This is an optimization exercise on Yosys and OpenROAD, whose aim is small area, a short achievable clock period and few clock cycles per item, not a production implementation.
The RTL was checked by simulation tests, not by an equivalence proof against the original design.
Power and IR drop assume default switching activity.

Setup of 06-16:
==> flow/design.v <==
module lz77_stream_encoder #(
  parameter int DATA_WIDTH = 8,
  parameter int DICT_DEPTH = 512,
  parameter int DICT_LOG   = 9,
  parameter int MAX_LEN    = 65,
  parameter int LEN_WIDTH  = 7
) (
  input  logic                  clk,
  input  logic                  rst_n,
  input  logic                  in_valid,
  output logic                  in_ready,
  input  logic [DATA_WIDTH-1:0] in_data,
  input  logic                  in_last,
  output logic                  out_valid,
  input  logic                  out_ready,
  output logic [LEN_WIDTH-1:0]  out_len,
  output logic [DICT_LOG-1:0]   out_dist,
  output logic [DATA_WIDTH-1:0] out_literal,
  output logic                  out_last
);
  localparam int TW     = LEN_WIDTH + DICT_LOG + DATA_WIDTH + 1;   
  localparam int FDEPTH = 4;                                        
  logic [DATA_WIDTH-1:0] H [DICT_DEPTH];
  logic [DICT_LOG-1:0]   cnt;
  logic                  full;
  logic                  accept;
  assign accept = in_valid & in_ready & rst_n;
  always_ff @(posedge clk) begin
    if (accept) begin
      H[0] <= in_data;
      for (int i = 1; i < DICT_DEPTH; i++) H[i] <= H[i-1];
    end
  end
  localparam int LO_W = 4;
  localparam int HI_N = DICT_DEPTH >> LO_W;
  logic [DICT_LOG:0]     fc_nx;     
  logic [HI_N-1:0]       hi_gt, hi_eq;
  logic [(1<<LO_W)-1:0]  lo_gt;
  logic [DICT_DEPTH-1:0] vld;
  always_comb begin
    fc_nx = {full, cnt};
    if (!rst_n)                 fc_nx = '0;
    else if (accept && in_last) fc_nx = '0;    
    else if (accept && !full)   fc_nx = {full, cnt} + 1'b1;
  end
  always_ff @(posedge clk) begin
    {full, cnt} <= fc_nx;
    for (int j = 0; j < HI_N; j++) begin
      hi_gt[j] <= fc_nx[DICT_LOG] | (fc_nx[DICT_LOG-1:LO_W] > (DICT_LOG-LO_W)'(j));
      hi_eq[j] <= ~fc_nx[DICT_LOG] & (fc_nx[DICT_LOG-1:LO_W] == (DICT_LOG-LO_W)'(j));
    end
    for (int k = 0; k < (1<<LO_W); k++) lo_gt[k] <= fc_nx[LO_W-1:0] > LO_W'(k);
  end
  always_comb begin
    for (int i = 0; i < DICT_DEPTH; i++)
      vld[i] = hi_gt[i >> LO_W] | (hi_eq[i >> LO_W] & lo_gt[i & ((1<<LO_W)-1)]);
  end
  logic [DICT_DEPTH-1:0] Ec;        
  logic [DICT_DEPTH-1:0] E;         
  logic                  v1, l1;
  logic [DATA_WIDTH-1:0] x1;
  always_comb begin
    for (int i = 0; i < DICT_DEPTH; i++) Ec[i] = ~accept | (vld[i] & (H[i] == in_data));
  end
  always_ff @(posedge clk) begin
    E  <= Ec;
    l1 <= in_last;
    x1 <= in_data;
  end
  always_ff @(posedge clk) begin
    if (!rst_n) v1 <= 1'b0;
    else        v1 <= accept;
  end
  localparam int GS = 32;
  localparam int NG = DICT_DEPTH / GS;
  logic [DICT_DEPTH-1:0] A, A_nx, pq;
  logic [NG-1:0]         gp, gq;
  logic                  r;
  logic [LEN_WIDTH-1:0]  L;
  logic                  lt_max;    
  logic                  any_hit, ext, emit;
  assign A_nx    = E & (A | {DICT_DEPTH{r}});
  assign pq      = Ec & A_nx;
  assign any_hit = r ? (|gq) : (|gp);
  assign ext     = v1 & ~l1 & lt_max & any_hit;
  assign emit    = v1 & ~ext;
  always_ff @(posedge clk) begin
    A <= A_nx;
    for (int g = 0; g < NG; g++) begin
      gp[g] <= |pq[g*GS +: GS];
      gq[g] <= |Ec[g*GS +: GS];
    end
  end
  always_ff @(posedge clk) begin
    if (!rst_n) begin
      r      <= 1'b1;
      L      <= '0;
      lt_max <= 1'b1;
    end else if (v1) begin
      r      <= ~ext;
      L      <= ext ? L + 1'b1 : '0;
      lt_max <= ext ? (L != LEN_WIDTH'(MAX_LEN - 1)) : 1'b1;
    end
  end
  localparam int PS   = 32;
  localparam int PLOG = 5;
  localparam int NP   = DICT_DEPTH / PS;
  localparam int NLOG = DICT_LOG - PLOG;
  logic [NP-1:0]   pz;                
  logic [PLOG-1:0] plo [NP];          
  always_ff @(posedge clk) begin
    for (int g = 0; g < NP; g++) begin
      pz[g]  <= |A[g*PS +: PS];
      plo[g] <= '0;
      for (int j = PS - 1; j >= 0; j--) if (A[g*PS + j]) plo[g] <= PLOG'(j);
    end
  end
  logic [DICT_LOG-1:0] dsel;
  logic [NP-1:0]       pfirst;          
  always_comb begin
    dsel = '0;
    for (int g = 0; g < NP; g++) begin
      pfirst[g] = pz[g] & ~(|(pz & ((NP'(1) << g) - 1'b1)));
      dsel = dsel | ({NLOG'(g), plo[g]} & {DICT_LOG{pfirst[g]}});
    end
  end
  logic                  tv, tz, tlast;
  logic [LEN_WIDTH-1:0]  tlen;
  logic [DATA_WIDTH-1:0] tlit;
  always_ff @(posedge clk) begin
    tlen  <= L;
    tz    <= r;
    tlit  <= x1;
    tlast <= l1;
  end
  always_ff @(posedge clk) begin
    if (!rst_n) tv <= 1'b0;
    else        tv <= emit;
  end
  logic [TW-1:0] tok;
  assign tok = {tlen, tz ? DICT_LOG'(0) : dsel, tlit, tlast};
  logic [TW-1:0]     fq [1:FDEPTH-1];
  logic [TW-1:0]     out_q;
  logic [FDEPTH:0]   occ;          
  logic [FDEPTH:0]   occ_nx;
  logic [FDEPTH-1:0] wr;           
  logic              pop;
  logic              h_tok, h_nxt, h_hold;
  logic [2:0]        ocount;
  logic [2:0]        base;         
  assign pop = out_valid & out_ready;
  always_comb begin
    for (int k = 0; k < FDEPTH; k++) wr[k] = tv & (pop ? occ[k+1] : occ[k]);
    case ({tv, pop})
      2'b10:   occ_nx = occ << 1;
      2'b01:   occ_nx = occ >> 1;
      default: occ_nx = occ;
    endcase
    ocount = '0;
    for (int k = 0; k <= FDEPTH; k++) if (occ[k]) ocount = 3'(k);
  end
  assign h_tok  = wr[0];
  assign h_nxt  = pop & ~wr[0];
  assign h_hold = ~pop & ~wr[0];
  always_ff @(posedge clk) begin
    for (int k = 1; k < FDEPTH; k++) begin
      if (wr[k]) fq[k] <= tok;
      else if (pop && k + 1 < FDEPTH) fq[k] <= fq[k + 1];
    end
    out_q <= ({TW{h_tok}} & tok) | ({TW{h_nxt}} & fq[1]) | ({TW{h_hold}} & out_q);
  end
  assign base = 3'(v1) + 3'(tv) + ocount;
  always_ff @(posedge clk) begin
    if (!rst_n) begin
      occ       <= (FDEPTH+1)'(1);
      out_valid <= 1'b0;
      in_ready  <= 1'b0;
    end else begin
      occ       <= occ_nx;
      out_valid <= ~occ_nx[0];
      case ({accept, pop})
        2'b10:   in_ready <= base < 3'(FDEPTH - 1);
        2'b01:   in_ready <= base < 3'(FDEPTH + 1);
        default: in_ready <= base < 3'(FDEPTH);
      endcase
    end
  end
  assign {out_len, out_dist, out_literal, out_last} = out_q;
endmodule
export LEC_CHECK = 0
export ABC_CLOCK_PERIOD_IN_PS = 2500
export CAP_MARGIN = 20
export CORE_MARGIN = 2
export CORE_UTILIZATION = 65
export CTS_CLUSTER_DIAMETER = 100
export CTS_CLUSTER_SIZE = 25
export SETUP_SLACK_MARGIN = 3.8
export SLEW_MARGIN = 20
create_clock -name core_clock -period 6.5 [get_ports {clk}]
run.sh (not shown) runs the stock make flow with config.mk's settings and CLKGATE_MAP_FILE= SYNTH_SCRIPT=/design/flow/synth_recipe.tcl, a recipe that flattens the netlist after the stock synthesis.
Testbench counts of 06-16, summed over its fixed seeds: cycles 24,032, items 24,000.
Here is what was changed in the inputs of 06-28 compared with 06-16.
--- a/flow/design.v
+++ b/flow/design.v
@@ -22,21 +22,24 @@
   localparam int FDEPTH = 4;                                        
   logic [DATA_WIDTH-1:0] H [DICT_DEPTH];
   logic [DICT_LOG-1:0]   cnt;
   logic                  full;
   logic                  accept;
-  assign accept = in_valid & in_ready & rst_n;
+  logic rdy, rdy_o, rdy_nx;
+  assign in_ready = rdy_o;
+  assign accept   = in_valid & rdy & rst_n;
   always_ff @(posedge clk) begin
     if (accept) begin
       H[0] <= in_data;
       for (int i = 1; i < DICT_DEPTH; i++) H[i] <= H[i-1];
     end
   end
   localparam int LO_W = 4;
   localparam int HI_N = DICT_DEPTH >> LO_W;
   logic [DICT_LOG:0]     fc_nx;     
-  logic [HI_N-1:0]       hi_gt, hi_eq;
+  logic [HI_N-1:0]       hi_gt;
+  logic [HI_N-1:0]       hi_prev;   
   logic [(1<<LO_W)-1:0]  lo_gt;
   logic [DICT_DEPTH-1:0] vld;
   always_comb begin
     fc_nx = {full, cnt};
     if (!rst_n)                 fc_nx = '0;
@@ -45,24 +48,28 @@
   end
   always_ff @(posedge clk) begin
     {full, cnt} <= fc_nx;
     for (int j = 0; j < HI_N; j++) begin
       hi_gt[j] <= fc_nx[DICT_LOG] | (fc_nx[DICT_LOG-1:LO_W] > (DICT_LOG-LO_W)'(j));
-      hi_eq[j] <= ~fc_nx[DICT_LOG] & (fc_nx[DICT_LOG-1:LO_W] == (DICT_LOG-LO_W)'(j));
     end
     for (int k = 0; k < (1<<LO_W); k++) lo_gt[k] <= fc_nx[LO_W-1:0] > LO_W'(k);
   end
+  assign hi_prev = {hi_gt[HI_N-2:0], 1'b1};
   always_comb begin
     for (int i = 0; i < DICT_DEPTH; i++)
-      vld[i] = hi_gt[i >> LO_W] | (hi_eq[i >> LO_W] & lo_gt[i & ((1<<LO_W)-1)]);
+      vld[i] = hi_gt[i >> LO_W] | (hi_prev[i >> LO_W] & lo_gt[i & ((1<<LO_W)-1)]);
   end
   logic [DICT_DEPTH-1:0] Ec;        
   logic [DICT_DEPTH-1:0] E;         
   logic                  v1, l1;
   logic [DATA_WIDTH-1:0] x1;
-  always_comb begin
-    for (int i = 0; i < DICT_DEPTH; i++) Ec[i] = ~accept | (vld[i] & (H[i] == in_data));
+  logic [DICT_DEPTH-1:0] eq;        
+  always_comb begin
+    for (int i = 0; i < DICT_DEPTH; i++) begin
+      eq[i] = H[i] == in_data;
+      Ec[i] = ~accept | (vld[i] & eq[i]);
+    end
   end
   always_ff @(posedge clk) begin
     E  <= Ec;
     l1 <= in_last;
     x1 <= in_data;
@@ -78,19 +85,19 @@
   logic                  r;
   logic [LEN_WIDTH-1:0]  L;
   logic                  lt_max;    
   logic                  any_hit, ext, emit;
   assign A_nx    = E & (A | {DICT_DEPTH{r}});
-  assign pq      = Ec & A_nx;
+  assign pq      = eq & A_nx;
   assign any_hit = r ? (|gq) : (|gp);
   assign ext     = v1 & ~l1 & lt_max & any_hit;
   assign emit    = v1 & ~ext;
   always_ff @(posedge clk) begin
     A <= A_nx;
     for (int g = 0; g < NG; g++) begin
       gp[g] <= |pq[g*GS +: GS];
-      gq[g] <= |Ec[g*GS +: GS];
+      gq[g] <= |(vld[g*GS +: GS] & eq[g*GS +: GS]);
     end
   end
   always_ff @(posedge clk) begin
     if (!rst_n) begin
       r      <= 1'b1;
@@ -100,12 +107,12 @@
       r      <= ~ext;
       L      <= ext ? L + 1'b1 : '0;
       lt_max <= ext ? (L != LEN_WIDTH'(MAX_LEN - 1)) : 1'b1;
     end
   end
-  localparam int PS   = 32;
-  localparam int PLOG = 5;
+  localparam int PS   = 64;
+  localparam int PLOG = 6;
   localparam int NP   = DICT_DEPTH / PS;
   localparam int NLOG = DICT_LOG - PLOG;
   logic [NP-1:0]   pz;                
   logic [PLOG-1:0] plo [NP];          
   always_ff @(posedge clk) begin
@@ -168,22 +175,26 @@
       else if (pop && k + 1 < FDEPTH) fq[k] <= fq[k + 1];
     end
     out_q <= ({TW{h_tok}} & tok) | ({TW{h_nxt}} & fq[1]) | ({TW{h_hold}} & out_q);
   end
   assign base = 3'(v1) + 3'(tv) + ocount;
+  always_comb begin
+    case ({accept, pop})
+      2'b10:   rdy_nx = base < 3'(FDEPTH - 1);
+      2'b01:   rdy_nx = base < 3'(FDEPTH + 1);
+      default: rdy_nx = base < 3'(FDEPTH);
+    endcase
+  end
   always_ff @(posedge clk) begin
     if (!rst_n) begin
       occ       <= (FDEPTH+1)'(1);
       out_valid <= 1'b0;
-      in_ready  <= 1'b0;
+      rdy       <= 1'b1;           
     end else begin
       occ       <= occ_nx;
       out_valid <= ~occ_nx[0];
-      case ({accept, pop})
-        2'b10:   in_ready <= base < 3'(FDEPTH - 1);
-        2'b01:   in_ready <= base < 3'(FDEPTH + 1);
-        default: in_ready <= base < 3'(FDEPTH);
-      endcase
-    end
+      rdy       <= rdy_nx;
+    end
+    rdy_o <= ~rst_n | rdy_nx;   
   end
   assign {out_len, out_dist, out_literal, out_last} = out_q;
 endmodule
### Flow results
- 06-28 reports a lower part of the power in the clock network than 06-16 does.
- As of 06-28, met2 layer wire length in the routed design had fallen by a few percent compared to 06-16.
- Side by side, cell count after synthesis turned out lower in 06-28 than in 06-16.
- Comparing 06-28 and 06-16, the lower length of the first detailed-routing pass in iterations is on 06-16.
- The run showing the greater weighted congestion at the end of routability-driven global placement is 06-16.
- Relative to 06-16, area overhead of the layout relative to synthesis has decreased by 1.3 points in 06-28.
- The estimated power of 06-28 ends up higher than the estimate for 06-16.
- Comparing 06-16 with 06-28, the overall die width came out essentially unchanged.
- The share of total power in sequential cells reported for 06-28 is smaller than that of 06-16 by 0.3 points.
- As far as netlist area before placement is concerned, 06-16 and 06-28 perform about the same.
- 06-16 → 06-28: non-clock buffer count saw an increase, final worst slack saw a decrease, wire length saw a decrease, combined area of the multi-input logic cells saw little to no change.
Testbench counts of 06-28, summed over its fixed seeds: cycles 24,024, items 24,000.

port drivers added, routing unchanged:
In the flow no input, the clock included, has a driving cell. The finished layouts below were timed again as built, in two steps.
Step 1: set_driving_cell puts a clkbuf_16 on clk and a buf_2 on each other input, an assumption about the parent block.
Step 2 moves the port delays by t, midway between the first and last clock arrival at a register: inputs arrive t later, outputs are due t later. That takes back most of the time a late clock gives input paths.
Slacks: ideal ports / drivers / drivers and shift; pairs: ideal ports / drivers.
run | shift t [ns] | slack for setup (ns) | worst hold slack (ns)
06-16 | 1.103 | 3.646 / 3.426 / 2.323 | 0.338 / 0.338 / 0.338
06-28 | 1.090 | 3.625 / 3.275 / 2.185 | 0.334 / 0.334 / 0.334
After both steps setup and hold are still met in every run listed. The setup slack of 06-28, which loses most, moves by -0.350 ns with the drivers and by -1.440 ns with both steps.
